From an optimization exercise on the open Yosys and OpenROAD flow, aimed at small area, a short achievable clock period and few clock cycles per item; shortcuts taken in it are not production practice.
Where RTL was checked, it was by simulation tests only, not by an equivalence proof against the original.

Design ooo_core, start of the top module:
module ooo_core (
    input  wire logic        clk,
    input  wire logic        i_arst_n,
    input  wire logic        i_disp_valid,
    input  wire logic [2:0]  i_disp_op,
    input  wire logic [4:0]  i_disp_rdst,
    input  wire logic [31:0] i_disp_a,
    input  wire logic [31:0] i_disp_b,
    output logic             o_disp_ready,
    output logic             o_ret_valid,
    output logic [4:0]       o_ret_rdst,
    output logic [2:0]       o_ret_tag,
    output logic [31:0]      o_ret_data,
    input  wire logic        i_ret_ready
);
==> flow/config.mk <==
export PLATFORM = sky130hd
export DESIGN_NAME = ooo_core
export DESIGN_NICKNAME = ooo_core
export VERILOG_FILES = /design/flow/design.v
export SDC_FILE = /design/flow/constraint.sdc
export NUM_CORES = 4
export LEC_CHECK = 0
export CAP_MARGIN = 20
export CORE_MARGIN = 2
export CORE_UTILIZATION = 40
export SETUP_SLACK_MARGIN = 3.1
export SLEW_MARGIN = 20
export TNS_END_PERCENT = 0
==> flow/constraint.sdc <==
create_clock -name core_clock -period 6.5 [get_ports {clk}]
set_input_delay 1.3000 -clock core_clock [delete_from_list [all_inputs] [get_ports {clk}]]
set_output_delay 1.3000 -clock core_clock [all_outputs]
set_load 0.01 [all_outputs]
standard.sh (not shown) runs the stock make flow with config.mk's settings and CLKGATE_MAP_FILE= SYNTH_SCRIPT=/design/flow/synth_recipe.tcl, a recipe that flattens the netlist after the stock synthesis.
==> flow/flow/run.sh <==
#!/bin/bash
# The standard layout (standard.sh, unchanged ORFS steps), with one synthesis option:
# SYNTH_ARGS=-noabc skips the quick "abc -fast" inside Yosys's generic synth, so that
# extract_fa meets the carry-save adder tree as the RTL writes it and maps it onto
# full-adder cells without inverters between them. The main ABC mapping still runs.
# Registers and their names are the same as the standard synthesis's.
# Port buffers: every input and output port still gets its own buffer, but the smallest
# plain buffer rather than a delay buffer; the resizer upsizes the ones that need it.
set -euo pipefail
cd "$(dirname "${BASH_SOURCE[0]}")/.."
export SYNTH_ARGS="-noabc"
export BUFFER_PORTS_ARGS="-buffer_cell sky130_fd_sc_hd__buf_1"
bash standard.sh > flow_standard.log 2>&1
Testbench counts at the start, summed over its fixed seeds: cycles 9,148, items 8,000.
Change:
Settings changed: TNS_END_PERCENT 0 to not set.
Result:
- maximum frequency increases by 3.4%
- clock-buffer cell count decreases by 1
- via count increases by 3.2%
- worst setup slack is better by 0.12 ns
Change:
Settings changed: SETUP_SLACK_MARGIN 3.1 to 3.3.
What happened: The changed run finished clean; worst hold slack stays flat; non-clock buffer count came out higher by 55; clock skew barely changes; global-route usage went up by 1.0 points; cell count goes up by about 1.8%; final area rose by 6.0%.
Change:
--- a/flow/flow/run.sh
+++ b/flow/flow/run.sh
@@ -8,2 +8,3 @@
 # plain buffer rather than a delay buffer; the resizer upsizes the ones that need it.
+# Clock tree: no dummy loads (and, here, larger sink clusters), for fewer clock cells.
 set -euo pipefail
@@ -12,2 +13,3 @@
 export BUFFER_PORTS_ARGS="-buffer_cell sky130_fd_sc_hd__buf_1"
+export CTS_ARGS="-sink_clustering_enable -repair_clock_nets -dont_use_dummy_load -sink_clustering_size 30 -sink_clustering_max_diameter 150"
 bash standard.sh > flow_standard.log 2>&1
Settings changed: SETUP_SLACK_MARGIN 3.3 to 3.1.
What happened: Sequential share of layout area rose by 2.4 points; die area stays the same; via count came out lower by about 3.6%; first-iteration DRC count is lower by about 4%; routed wire length decreases by 4.9%; worst setup slack improved by 0.067 ns; flip-flop and latch count does not change; non-clock buffer count shrinks by 56; count of clock-buffer cells in the layout decreases by 19.

--- another note on this design; it stands on its own ---

==> inputs of 07-06 <==
==> flow/design.v (excerpt) <==
module ooo_core (
    input  wire logic        clk,
    input  wire logic        i_arst_n,
    input  wire logic        i_disp_valid,
    input  wire logic [2:0]  i_disp_op,
    input  wire logic [4:0]  i_disp_rdst,
    input  wire logic [31:0] i_disp_a,
    input  wire logic [31:0] i_disp_b,
    output logic             o_disp_ready,
    output logic             o_ret_valid,
    output logic [4:0]       o_ret_rdst,
    output logic [2:0]       o_ret_tag,
    output logic [31:0]      o_ret_data,
    input  wire logic        i_ret_ready
);
    function automatic logic [31:0] rev32(logic [31:0] v);
        for (int i = 0; i < 32; i++) rev32[i] = v[31-i];
    endfunction
    logic        en;
    logic        take;
    logic        is_mul, is_shift, is_addsub, is_sub;
    logic [31:0] a0;
    logic [15:0] one0, two0, neg0;
    logic [32:0] bx;
    logic [31:0] bs;
    assign is_mul    = (i_disp_op == 3'd7);
    assign is_shift  = (i_disp_op == 3'd5) | (i_disp_op == 3'd6);
    assign is_addsub = (i_disp_op == 3'd0) | (i_disp_op == 3'd1);
    assign is_sub    = (i_disp_op == 3'd1);
    assign bs        = i_disp_b ^ {32{is_sub}};
    always_comb begin
        case (i_disp_op)
            3'd2:    a0 = i_disp_a & i_disp_b;
            3'd3:    a0 = i_disp_a | i_disp_b;
            3'd4:    a0 = i_disp_a ^ i_disp_b;
            3'd6:    a0 = rev32(i_disp_a);
  ...
==> flow/config.mk <==
export PLATFORM = sky130hd
export DESIGN_NAME = ooo_core
export DESIGN_NICKNAME = ooo_core
export VERILOG_FILES = /design/flow/design.v
export SDC_FILE = /design/flow/constraint.sdc
export NUM_CORES = 4
export LEC_CHECK = 0
export CAP_MARGIN = 20
export CORE_MARGIN = 2
export CORE_UTILIZATION = 40
export SETUP_SLACK_MARGIN = 2.8
export SLEW_MARGIN = 20
==> flow/constraint.sdc <==
create_clock -name core_clock -period 6.5 [get_ports {clk}]
set_input_delay 1.3000 -clock core_clock [delete_from_list [all_inputs] [get_ports {clk}]]
set_output_delay 1.3000 -clock core_clock [all_outputs]
set_load 0.01 [all_outputs]
standard.sh (not shown) runs the stock make flow with config.mk's settings and CLKGATE_MAP_FILE= SYNTH_SCRIPT=/design/flow/synth_recipe.tcl, a recipe that flattens the netlist after the stock synthesis.
==> flow/flow/run.sh <==
#!/bin/bash
# The standard layout (standard.sh, unchanged ORFS steps), with one synthesis option:
# SYNTH_ARGS=-noabc skips the quick "abc -fast" inside Yosys's generic synth, so that
# extract_fa meets the carry-save adder tree as the RTL writes it and maps it onto
# full-adder cells without inverters between them. The main ABC mapping still runs.
# Registers and their names are the same as the standard synthesis's.
# Port buffers: every input and output port still gets its own buffer, but the smallest
# plain buffer rather than a delay buffer; the resizer upsizes the ones that need it.
set -euo pipefail
cd "$(dirname "${BASH_SOURCE[0]}")/.."
export SYNTH_ARGS="-noabc"
export BUFFER_PORTS_ARGS="-buffer_cell sky130_fd_sc_hd__buf_1"
bash standard.sh > flow_standard.log 2>&1
==> 04-01 (differences from 07-06) <==
- CTS_BUF_LIST: unset -> sky130_fd_sc_hd__clkbuf_4 sky130_fd_sc_hd__clkbuf_8
==> summary.txt <==
	07-06	04-01
Result of the run	finished clean	finished clean
Launch instance of the worst min-delay path	rdst1[0]$_DFFE_PP_	x1[0]$_DFFE_PP_
Total clock buffers created by CTS	36	55
Number of violations reported at the end of detailed-routing iteration 0	2309	2089
WL met1	31300 um	31100 um
Met3 routed WL	6440 um	6750 um
Number of cells in the finished layout apart from fillers	2917	2963
Count of cells along the worst register-to-register path	13	12
Worst-path maximum fanout	4	3
Clock Skews	21.7 ps	18.4 ps
Slew at the pin closest to its max-slew limit	1040 ps	1020 ps
Clock tree cell share of total cell area	4.22%	3.99%
Area taken by multi-input logic gates	14600 um2	14600 um2
Filler instances	5546	5565
Maximum single-stage delay on the critical path	560 ps	570 ps
No run of this note included a check of the RTL's function; only the layout flow was run.

==> port drivers added, routing unchanged <==
How much do the figures lean on ideal ports? The routed layouts below were timed once more, with nothing changed but the port constraints. Step 1 assumes that a clkbuf_16 drives the clock port and a buf_2 every other input. Step 2 also shifts input and output timing later by t, the mid clock arrival at the registers, as if the neighbouring blocks saw the same clock. Three values: ideal ports, drivers, drivers and shift; two values: the first two.
run | t (ns) | setup WS [ns] | worst setup path at the end | slew at the worst register clock pin (ns) | worst slew at a driven data input, ns
the first run of note 1 | 0.641 | 2.926 / 2.926 / 2.848 | input to register | 0.06 / 0.06 | 0.06
the second run of note 1 | 0.654 | 3.044 / 3.044 / 2.878 | input to register | 0.07 / 0.07 | 0.06
the third run of note 1 | 0.654 | 2.944 / 2.944 / 2.870 | input to register | 0.07 / 0.07 | 0.06
the fourth run of note 1 | 0.539 | 3.011 / 3.011 / 2.829 | input to register | 0.12 / 0.12 | 0.06
07-06 | 0.615 | 2.696 / 2.696 / 2.696 | register to register | 0.07 / 0.07 | 0.09
04-01 | 0.714 | 2.687 / 2.687 / 2.687 | register to register | 0.07 / 0.07 | 0.09
After both steps setup and hold are still met in every run listed. The setup slack of the fourth run of note 1, which loses most, moves by 0.000 ns with the drivers and by -0.182 ns with both steps.
